This is an optimization exercise on Yosys and OpenROAD, whose aim is small area, a short achievable clock period and few clock cycles per item, not a production implementation. Only simulation tests tie the RTL to the original design; equivalence was not proved.

==> design/flow/design.v <==
package md5_pkg;
    localparam int WORD_W      = 32;
    localparam int BLOCK_WORDS = 16;
    localparam int BUF_ADDR_W  = $clog2(BLOCK_WORDS);
    localparam logic [31:0] IV_A = 32'h6745_2301;
    localparam logic [31:0] IV_B = 32'hefcd_ab89;
    localparam logic [31:0] IV_C = 32'h98ba_dcfe;
    localparam logic [31:0] IV_D = 32'h1032_5476;
    localparam logic [7:0] PAD_BYTE = 8'h80;
    typedef struct packed {
        logic [31:0] a;
        logic [31:0] b;
        logic [31:0] c;
        logic [31:0] d;
    } md5_abcd_t;
    function automatic logic [31:0] md5_k(input logic [5:0] rnd);
        case (rnd)
            6'd0:  md5_k = 32'hd76aa478;
            6'd1:  md5_k = 32'he8c7b756;
            6'd2:  md5_k = 32'h242070db;
            6'd3:  md5_k = 32'hc1bdceee;
            6'd4:  md5_k = 32'hf57c0faf;
            6'd5:  md5_k = 32'h4787c62a;
            6'd6:  md5_k = 32'ha8304613;
            6'd7:  md5_k = 32'hfd469501;
            6'd8:  md5_k = 32'h698098d8;
            6'd9:  md5_k = 32'h8b44f7af;
            6'd10: md5_k = 32'hffff5bb1;
            6'd11: md5_k = 32'h895cd7be;
            6'd12: md5_k = 32'h6b901122;
            6'd13: md5_k = 32'hfd987193;
            6'd14: md5_k = 32'ha679438e;
            6'd15: md5_k = 32'h49b40821;
            6'd16: md5_k = 32'hf61e2562;
            6'd17: md5_k = 32'hc040b340;
            6'd18: md5_k = 32'h265e5a51;
            6'd19: md5_k = 32'he9b6c7aa;
            6'd20: md5_k = 32'hd62f105d;
            6'd21: md5_k = 32'h02441453;
            6'd22: md5_k = 32'hd8a1e681;
            6'd23: md5_k = 32'he7d3fbc8;
            6'd24: md5_k = 32'h21e1cde6;
            6'd25: md5_k = 32'hc33707d6;
            6'd26: md5_k = 32'hf4d50d87;
            6'd27: md5_k = 32'h455a14ed;
            6'd28: md5_k = 32'ha9e3e905;
            6'd29: md5_k = 32'hfcefa3f8;
            6'd30: md5_k = 32'h676f02d9;
            6'd31: md5_k = 32'h8d2a4c8a;
            6'd32: md5_k = 32'hfffa3942;
            6'd33: md5_k = 32'h8771f681;
            6'd34: md5_k = 32'h6d9d6122;
            6'd35: md5_k = 32'hfde5380c;
            6'd36: md5_k = 32'ha4beea44;
            6'd37: md5_k = 32'h4bdecfa9;
            6'd38: md5_k = 32'hf6bb4b60;
            6'd39: md5_k = 32'hbebfbc70;
            6'd40: md5_k = 32'h289b7ec6;
            6'd41: md5_k = 32'heaa127fa;
            6'd42: md5_k = 32'hd4ef3085;
            6'd43: md5_k = 32'h04881d05;
            6'd44: md5_k = 32'hd9d4d039;
            6'd45: md5_k = 32'he6db99e5;
            6'd46: md5_k = 32'h1fa27cf8;
            6'd47: md5_k = 32'hc4ac5665;
            6'd48: md5_k = 32'hf4292244;
            6'd49: md5_k = 32'h432aff97;
            6'd50: md5_k = 32'hab9423a7;
            6'd51: md5_k = 32'hfc93a039;
            6'd52: md5_k = 32'h655b59c3;
            6'd53: md5_k = 32'h8f0ccc92;
            6'd54: md5_k = 32'hffeff47d;
            6'd55: md5_k = 32'h85845dd1;
            6'd56: md5_k = 32'h6fa87e4f;
            6'd57: md5_k = 32'hfe2ce6e0;
            6'd58: md5_k = 32'ha3014314;
            6'd59: md5_k = 32'h4e0811a1;
            6'd60: md5_k = 32'hf7537e82;
            6'd61: md5_k = 32'hbd3af235;
            6'd62: md5_k = 32'h2ad7d2bb;
            6'd63: md5_k = 32'heb86d391;
            default: md5_k = 32'h0;
        endcase
    endfunction
    function automatic logic [4:0] md5_rot(input logic [5:0] rnd);
        case ({rnd[5:4], rnd[1:0]})
            4'd0:  md5_rot = 5'd7;
            4'd1:  md5_rot = 5'd12;
            4'd2:  md5_rot = 5'd17;
            4'd3:  md5_rot = 5'd22;
            4'd4:  md5_rot = 5'd5;
            4'd5:  md5_rot = 5'd9;
            4'd6:  md5_rot = 5'd14;
            4'd7:  md5_rot = 5'd20;
            4'd8:  md5_rot = 5'd4;
            4'd9:  md5_rot = 5'd11;
            4'd10: md5_rot = 5'd16;
            4'd11: md5_rot = 5'd23;
            4'd12: md5_rot = 5'd6;
            4'd13: md5_rot = 5'd10;
            4'd14: md5_rot = 5'd15;
            4'd15: md5_rot = 5'd21;
            default: md5_rot = 5'd0;
        endcase
    endfunction
    function automatic logic [3:0] md5_g(input logic [5:0] rnd);
        logic [3:0] ri;
        ri = rnd[3:0];
        case (rnd[5:4])
            2'd0: md5_g = ri;
            2'd1: md5_g = (ri << 2) + ri + 4'd1;
            2'd2: md5_g = (ri << 1) + ri + 4'd5;
            2'd3: md5_g = (ri << 3) - ri;
            default: md5_g = ri;
        endcase
    endfunction
endpackage
module md5_ram #(
    parameter int WIDTH = 32,
    parameter int DEPTH = 16
) (
    input  logic                     clk,
    input  logic                     we,
    input  logic [$clog2(DEPTH)-1:0] waddr,
    input  logic [WIDTH-1:0]         wdata,
    input  logic [$clog2(DEPTH)-1:0] raddr,
    output logic [WIDTH-1:0]         rdata
);
    logic [WIDTH-1:0] mem [DEPTH];
    logic [WIDTH-1:0] rdata_reg;
    always_ff @(posedge clk)
    begin
        if (we)
        begin
            mem[waddr] <= wdata;
        end
        rdata_reg <= mem[raddr];
    end
    assign rdata = rdata_reg;
endmodule
module md5_round (
    input  logic [5:0]          rnd,
    input  md5_pkg::md5_abcd_t  work,
    input  logic [31:0]         msg_word,
    output md5_pkg::md5_abcd_t  work_next
);
    logic [31:0] f;
    logic [31:0] sum;
    logic [63:0] rot_wide;
    always_comb
    begin
        case (rnd[5:4])
            2'd0: f = (work.b & work.c) | (~work.b & work.d);
            2'd1: f = (work.d & work.b) | (~work.d & work.c);
            2'd2: f = work.b ^ work.c ^ work.d;
            2'd3: f = work.c ^ (work.b | ~work.d);
            default: f = '0;
        endcase
        sum      = work.a + f + md5_pkg::md5_k(rnd) + msg_word;
        rot_wide = {sum, sum} << md5_pkg::md5_rot(rnd);
        work_next.a = work.d;
        work_next.b = work.b + rot_wide[63:32];
        work_next.c = work.b;
        work_next.d = work.c;
    end
endmodule
module md5_stream_hasher (
    input  logic        clk,
    input  logic        rst_n,
    input  logic        in_valid,
    output logic        in_ready,
    input  logic [31:0] in_word,
    input  logic [2:0]  in_byte_count,
    input  logic        in_last,
    output logic        out_valid,
    input  logic        out_ready,
    output logic [31:0] digest_a,
    output logic [31:0] digest_b,
    output logic [31:0] digest_c,
    output logic [31:0] digest_d
);
    localparam logic [2:0] ST_IDLE = 3'd0;
    localparam logic [2:0] ST_PRE  = 3'd1;
    localparam logic [2:0] ST_COMP = 3'd2;
    localparam logic [2:0] ST_FIN  = 3'd3;
    localparam logic [2:0] ST_HEAD = 3'd4;
    localparam logic [2:0] ST_FILL = 3'd5;
    localparam logic [2:0] ST_DONE = 3'd6;
    logic [2:0]            state_reg, state_next;
    logic [5:0]            bib_reg, bib_next;
    logic [60:0]           msg_bytes_reg, msg_bytes_next;
    logic [23:0]           partial_reg, partial_next;
    logic [5:0]            rnd_reg, rnd_next;
    logic [md5_pkg::BUF_ADDR_W-1:0] idx_reg, idx_next;
    logic                  pad_pending_reg, pad_pending_next;
    logic                  pad_mode_reg, pad_mode_next;
    logic                  extra_reg, extra_next;
    md5_pkg::md5_abcd_t             chain_reg, chain_next;
    md5_pkg::md5_abcd_t             work_reg, work_next;
    md5_pkg::md5_abcd_t             round_out;
    logic                  out_valid_reg, out_valid_next;
    md5_pkg::md5_abcd_t             out_reg, out_next;
    logic                  ram_we;
    logic [md5_pkg::BUF_ADDR_W-1:0] ram_waddr;
    logic [md5_pkg::WORD_W-1:0]     ram_wdata;
    logic [md5_pkg::BUF_ADDR_W-1:0] ram_raddr;
    logic [md5_pkg::WORD_W-1:0]     ram_rdata;
    logic                  accept;
    logic [2:0]            cnt;
    logic [31:0]           word_masked;
    logic [55:0]           merged;
    logic [2:0]            fill_sum;
    logic [63:0]           bit_len;
    logic                  out_free;
    md5_ram #(
        .WIDTH (md5_pkg::WORD_W),
        .DEPTH (md5_pkg::BLOCK_WORDS)
    ) u_buf (
        .clk   (clk),
        .we    (ram_we),
        .waddr (ram_waddr),
        .wdata (ram_wdata),
        .raddr (ram_raddr),
        .rdata (ram_rdata)
    );
    md5_round u_round (
        .rnd       (rnd_reg),
        .work      (work_reg),
        .msg_word  (ram_rdata),
        .work_next (round_out)
    );
    assign in_ready = (state_reg == ST_IDLE);
    assign accept       = in_valid && in_ready;
    assign out_free     = !out_valid_reg || out_ready;
    assign bit_len      = {msg_bytes_reg, 3'b000};
    always_comb
    begin
        cnt = (in_byte_count > 3'd4) ? 3'd4 : in_byte_count;
        for (int k = 0; k < 4; k++)
        begin
            word_masked[8*k +: 8] = (3'(k) < cnt) ? in_word[8*k +: 8] : 8'h00;
        end
        merged   = {32'h0, partial_reg} | ({24'h0, word_masked} << {bib_reg[1:0], 3'b000});
        fill_sum = {1'b0, bib_reg[1:0]} + cnt;
    end
    always_comb
    begin
        state_next       = state_reg;
        bib_next         = bib_reg;
        msg_bytes_next   = msg_bytes_reg;
        partial_next     = partial_reg;
        rnd_next         = rnd_reg;
        idx_next         = idx_reg;
        pad_pending_next = pad_pending_reg;
        pad_mode_next    = pad_mode_reg;
        extra_next       = extra_reg;
        chain_next       = chain_reg;
        work_next        = work_reg;
        out_valid_next   = out_valid_reg;
        out_next         = out_reg;
        ram_we           = 1'b0;
        ram_waddr        = bib_reg[5:2];
        ram_wdata        = merged[31:0];
        ram_raddr        = md5_pkg::md5_g(6'd0);
        if (out_ready)
        begin
            out_valid_next = 1'b0;
        end
        case (state_reg)
            ST_IDLE:
            begin
                if (accept)
                begin
                    bib_next       = bib_reg + {3'b000, cnt};
                    msg_bytes_next = msg_bytes_reg + {58'h0, cnt};
                    if (fill_sum[2])
                    begin
                        ram_we       = 1'b1;
                        partial_next = merged[55:32];
                    end
                    else
                    begin
                        partial_next = merged[23:0];
                    end
                    if (fill_sum[2] && (bib_reg[5:2] == 4'd15))
                    begin
                        pad_pending_next = in_last;
                        state_next       = ST_PRE;
                    end
                    else if (in_last)
                    begin
                        state_next = ST_HEAD;
                    end
                end
            end
            ST_PRE:
            begin
                work_next  = chain_reg;
                rnd_next   = 6'd0;
                state_next = ST_COMP;
            end
            ST_COMP:
            begin
                ram_raddr = md5_pkg::md5_g(rnd_reg + 6'd1);
                work_next = round_out;
                rnd_next  = rnd_reg + 6'd1;
                if (rnd_reg == 6'd63)
                begin
                    state_next = ST_FIN;
                end
            end
            ST_FIN:
            begin
                chain_next.a = chain_reg.a + work_reg.a;
                chain_next.b = chain_reg.b + work_reg.b;
                chain_next.c = chain_reg.c + work_reg.c;
                chain_next.d = chain_reg.d + work_reg.d;
                if (pad_mode_reg)
                begin
                    if (extra_reg)
                    begin
                        extra_next = 1'b0;
                        idx_next   = '0;
                        state_next = ST_FILL;
                    end
                    else
                    begin
                        state_next = ST_DONE;
                    end
                end
                else if (pad_pending_reg)
                begin
                    pad_pending_next = 1'b0;
                    state_next       = ST_HEAD;
                end
                else
                begin
                    state_next = ST_IDLE;
                end
            end
            ST_HEAD:
            begin
                ram_we        = 1'b1;
                ram_wdata     = {8'h00, partial_reg}
                              | ({24'h0, md5_pkg::PAD_BYTE} << {bib_reg[1:0], 3'b000});
                pad_mode_next = 1'b1;
                extra_next    = (bib_reg[5:3] == 3'b111);
                idx_next      = bib_reg[5:2] + 4'd1;
                if (bib_reg[5:2] == 4'd15)
                begin
                    state_next = ST_PRE;
                end
                else
                begin
                    state_next = ST_FILL;
                end
            end
            ST_FILL:
            begin
                ram_we    = 1'b1;
                ram_waddr = idx_reg;
                if ((idx_reg >= 4'd14) && !extra_reg)
                begin
                    ram_wdata = idx_reg[0] ? bit_len[63:32] : bit_len[31:0];
                end
                else
                begin
                    ram_wdata = '0;
                end
                idx_next = idx_reg + 4'd1;
                if (idx_reg == 4'd15)
                begin
                    state_next = ST_PRE;
                end
            end
            ST_DONE:
            begin
                if (out_free)
                begin
                    out_next       = chain_reg;
                    out_valid_next = 1'b1;
                    chain_next     = {md5_pkg::IV_A, md5_pkg::IV_B, md5_pkg::IV_C, md5_pkg::IV_D};
                    bib_next       = '0;
                    msg_bytes_next = '0;
                    partial_next   = '0;
                    pad_mode_next  = 1'b0;
                    state_next     = ST_IDLE;
                end
            end
            default:
            begin
                state_next = ST_IDLE;
            end
        endcase
    end
    always_ff @(posedge clk or negedge rst_n)
    begin
        if (!rst_n)
        begin
            state_reg       <= ST_IDLE;
            bib_reg         <= '0;
            msg_bytes_reg   <= '0;
            partial_reg     <= '0;
            rnd_reg         <= '0;
            idx_reg         <= '0;
            pad_pending_reg <= 1'b0;
            pad_mode_reg    <= 1'b0;
            extra_reg       <= 1'b0;
            chain_reg       <= {md5_pkg::IV_A, md5_pkg::IV_B, md5_pkg::IV_C, md5_pkg::IV_D};
            out_valid_reg   <= 1'b0;
        end
        else
        begin
            state_reg       <= state_next;
            bib_reg         <= bib_next;
            msg_bytes_reg   <= msg_bytes_next;
            partial_reg     <= partial_next;
            rnd_reg         <= rnd_next;
            idx_reg         <= idx_next;
            pad_pending_reg <= pad_pending_next;
            pad_mode_reg    <= pad_mode_next;
            extra_reg       <= extra_next;
            chain_reg       <= chain_next;
            out_valid_reg   <= out_valid_next;
        end
    end
    always_ff @(posedge clk)
    begin
        work_reg <= work_next;
        out_reg  <= out_next;
    end
    assign out_valid = out_valid_reg;
    assign digest_a  = out_reg.a;
    assign digest_b  = out_reg.b;
    assign digest_c  = out_reg.c;
    assign digest_d  = out_reg.d;
endmodule
==> design/flow/run.sh <==
#!/bin/bash
# synth_recipe.tcl (not shown) runs the flow's synth.tcl, then flattens the netlist and writes it again
# the make line also repeats each setting of config.mk as NAME=value (left out here)
make -C /OpenROAD-flow-scripts/flow DESIGN_CONFIG=/design/flow/config.mk WORK_HOME=/design/flow/orfs CLKGATE_MAP_FILE= SYNTH_SCRIPT=/design/flow/synth_recipe.tcl finish
==> design/flow/config.mk <==
export PLATFORM = sky130hd
export DESIGN_NAME = md5_stream_hasher
export DESIGN_NICKNAME = md5_stream_hasher
export VERILOG_FILES = /design/flow/design.v
export SDC_FILE = /design/flow/constraint.sdc
export NUM_CORES = 4
export LEC_CHECK = 0
export ABC_CLOCK_PERIOD_IN_PS = 6000
export CAP_MARGIN = 20
export CORE_MARGIN = 2
export CORE_UTILIZATION = 40
export SETUP_SLACK_MARGIN = 2.5
export SLEW_MARGIN = 20
==> design/flow/constraint.sdc <==
create_clock -name core_clock -period 9.0 [get_ports {clk}]
set_input_delay 1.8000 -clock core_clock [delete_from_list [all_inputs] [get_ports {clk}]]
set_output_delay 1.8000 -clock core_clock [all_outputs]
set_load 0.01 [all_outputs]
==> run notes <==
critical path, delay by kind of cell (launching register included):
kind	cells	cell delay [ps]
AOI/OAI and AO/OA	16	3150
adders and majority gates	5	1870
buffers and inverters	8	1060
DFF	1	420
muxes	2	310
and+or+nand+nor	8	1180
through the flow:
| step | cells | hold slack (ps) | utilization |
|---|---|---|---|
| finish | 8597 | 513 | 0.484 |
| global route | 8595 | 533 | 0.484 |
| CTS | 8563 | 510 | 0.479 |
| detailed placement | 8303 | 495 | 0.446 |
| global placement | 8303 | 493 | 0.446 |
| floorplan | 6064 | 464 | - |
synth_stat cells, types with 10 or more instances:
library cell,count
a211oi_1,205
a21o_1,83
a21oi_1,480
a221o_1,13
a221oi_1,22
a22o_1,19
a22oi_1,49
a311oi_1,80
a31oi_1,124
and2_1,171
and3_1,36
and4_1,12
buf_1,36
buf_2,30
clkbuf_1,292
dfrtp_1,172
dfstp_2,64
dfxtp_1,32
edfxtp_1,768
fa_1,70
ha_1,221
inv_1,205
mux2_2,22
mux2i_1,108
nand2_1,969
nand2b_1,49
nand3_1,113
nand4_1,31
nor2_1,395
nor2b_1,58
nor3_1,100
nor3b_1,17
o211ai_1,23
o21a_1,28
o21ai_0,361
o21ai_1,10
o21bai_1,20
o221ai_1,42
o22ai_1,54
o311ai_0,10
o31ai_1,16
or3_1,61
xnor2_1,117
xor2_1,110
final cells by class:
cell class              count  area [um2]  share of cell area
multi-input cells        4457       29900               0.413
flip-flops and latches   1036       29700               0.410
repair buffers            662        5670              0.0783
clock buffers             149        3090              0.0426
well taps                2016        2520              0.0348
inverters                 209         807              0.0111
clock inverters            66         737              0.0102
diodes                      2        5.00           0.0000691
cells by family after synthesis:
group,synth area share
AOI/OAI and AO/OA,0.187
xor gates and xnor gates,0.0331
adders and majority gates,0.0694
buffers and inverters,0.0365
DFF,0.494
muxes,0.0255
and+or+nand+nor,0.155
how the worst max path moves through the flow:
stage,slack (ps),end,startpoint,depth (start not counted)
CTS,830,work_reg[94],rnd_reg[0],37
global placement,90,work_reg[92],rnd_reg[0],39
finish,770,work_reg[95],rnd_reg[1],39
detailed placement,150,work_reg[92],rnd_reg[0],39
floorplan,1080,work_reg[95],rnd_reg[0],39
global route,450,work_reg[95],rnd_reg[0],41
metal layers:
metal,track usage,routed length [um],share of wire,up-vias
met5,0,12,0.000058,-
met1,0.351,87800,0.42,24430
met4,0.114,9690,0.047,2
met3,0.0393,12400,0.060,397
li1,-,-,-,23104
met2,0.433,97800,0.47,1588
timing repair:
| action | CTS | global route |
|---|---|---|
| gates resized for setup | 162 | 137 |
| gates cloned | 1 | 0 |
| hold endpoints to repair | 0 | 0 |
| buffers inserted | 44 | 32 |
| endpoints found under the setup margin | 32 | 32 |
| pin swaps | 71 | 61 |
==> results_dict.tcl <==
set metrics [dict create \
    gp_congestion 1.01 \
    final_cell_mix "nand2_1, edfxtp_1, buf_4" \
    final_max_slew_viol_count 0 \
    antenna_found_initial 2 \
    setup_viol 0 \
    end_kind "flop" \
    hold_path_end "out_reg[127]" \
    largest_reg_flops 512 \
    yosys_most_used_dff "edfxtp_1" \
    h-tree-depth 3 \
    die_area_mm2 0.153 \
    fin_crit_sh 0.915 \
    ys_ff_latch 1036 \
    grt_pass1_wl_mm 305 \
    drive_above_1_share 0.165 \
    netlist_instances 6064 \
    cts_hold_buf 0 \
    core_mm2 0.149 \
    final_nets 6810 \
    hpwl_mm 145 \
    wirelength_mm 208 \
    vias 49521 \
    die_w_um 392 \
    area_growth_pct 20.5 \
    period_needed_ps 8230 \
    num_rows 142 \
    placed_area_mm2 0.0667 \
    drv_cap 0 \
    r2r-start "rnd_reg[1]" \
    ys_seq_area_frac 0.494 \
    rsz0062_at_grt "yes" \
    synth_cell_types 99 \
    cts_tree "built" \
    hp-class "reg2reg" \
    fillers 13785 \
    hp-start "chain_reg[127]" \
    r2r_cells 39 \
    insertion_delay_ps 770 \
    min_delay_path_depth 0 \
    final_common_cell "nand2_1" \
    worstSetupPathType "reg2reg" \
    antenna_left 0 \
    fin_setup_tns_ps 0 \
    synth_edf_count 768 \
    regToRegEndpoint "work_reg[95]" \
    path_clk_slew_ps 70 \
    grt_max_degree 167 \
    vias_per_cell 5.76 \
    finalClockSkew_ps 73.9 \
    startpoint_type "flop" \
    ff2ff_setup_slack_ps 770 \
    cts_sinks 1036 \
    initial_utilization 0.402 \
    numCtsBuffers 113 \
    top_register "u_buf.mem" \
    design_area_mm2 0.0724 \
    yosysTopAreaCellShare 0.384 \
    layout_setup_ws_ps 767 \
    io_pins 170 \
    asyncSetResetFlopFracSynth 0.228 \
    worstPathArrival_ps 8700 \
    fp.dieH_um 392 \
    yosys.area.top_type "edfxtp_1" \
    cp.required_ps 9470 \
    worstPathMaxFanout 14 \
    grt_pass1_vias 46783 \
    crit_path_frequent_cell "buf_4" \
    synth_area_mm2 0.0601 \
    drtIter0Drc 4468 \
    cts_root_buffer "clkbuf_16" \
    place_ws_ps 152 \
    fmax_mhz 121 \
    tightest_slew_ps 1210 \
    cts_buffer_depth 3 \
    syn_nets 6395 \
    yosysWarnings 3 \
    avgRoutedWirePerCell_um 24.2 \
    cpPeakStageDelay_ps 490 \
    drc 0 \
    status "no timing/DRC/antenna violations" \
    slowest_stage "fa_1" \
    max_slew_margin 0.190 \
    portBuffers 169 \
    synthTopCellsByArea "edfxtp_1, dfrtp_1, nand2_1" \
    drt-pass1-iter-count 6 \
    hold_viol_final 0 \
    grt_overflow_total 0 \
    track_usage 0.265 \
    avgSynthCellArea_um2 9.91 \
]
Testbench counts, summed over its fixed seeds: cycles 71,730, bytes 44,906.

[re-timing with driven ports]
The flow's constraints put no driver on any port. The routed layout listed below was extracted and timed again, unchanged, in two steps.
Step 1: set_driving_cell puts a clkbuf_16 on clk and a buf_2 on each other input, an assumption about the parent block.
Step 2, shift: input delay + t, output delay - t, t = (earliest + latest rising clock arrival at the registers) / 2. This alone moves slack from input paths to output paths.
a / b / c = no drivers / after step 1 / after step 2; a / b = the first two.
t (ns): 0.816
slack for setup (ns): 0.767 / 0.767 / 0.767
worst hold slack (ns): 0.513 / 0.513 / 0.513
After both steps setup and hold are still met in this run. The setup slack of this run moves by 0.000 ns with the drivers and by 0.000 ns with both steps.
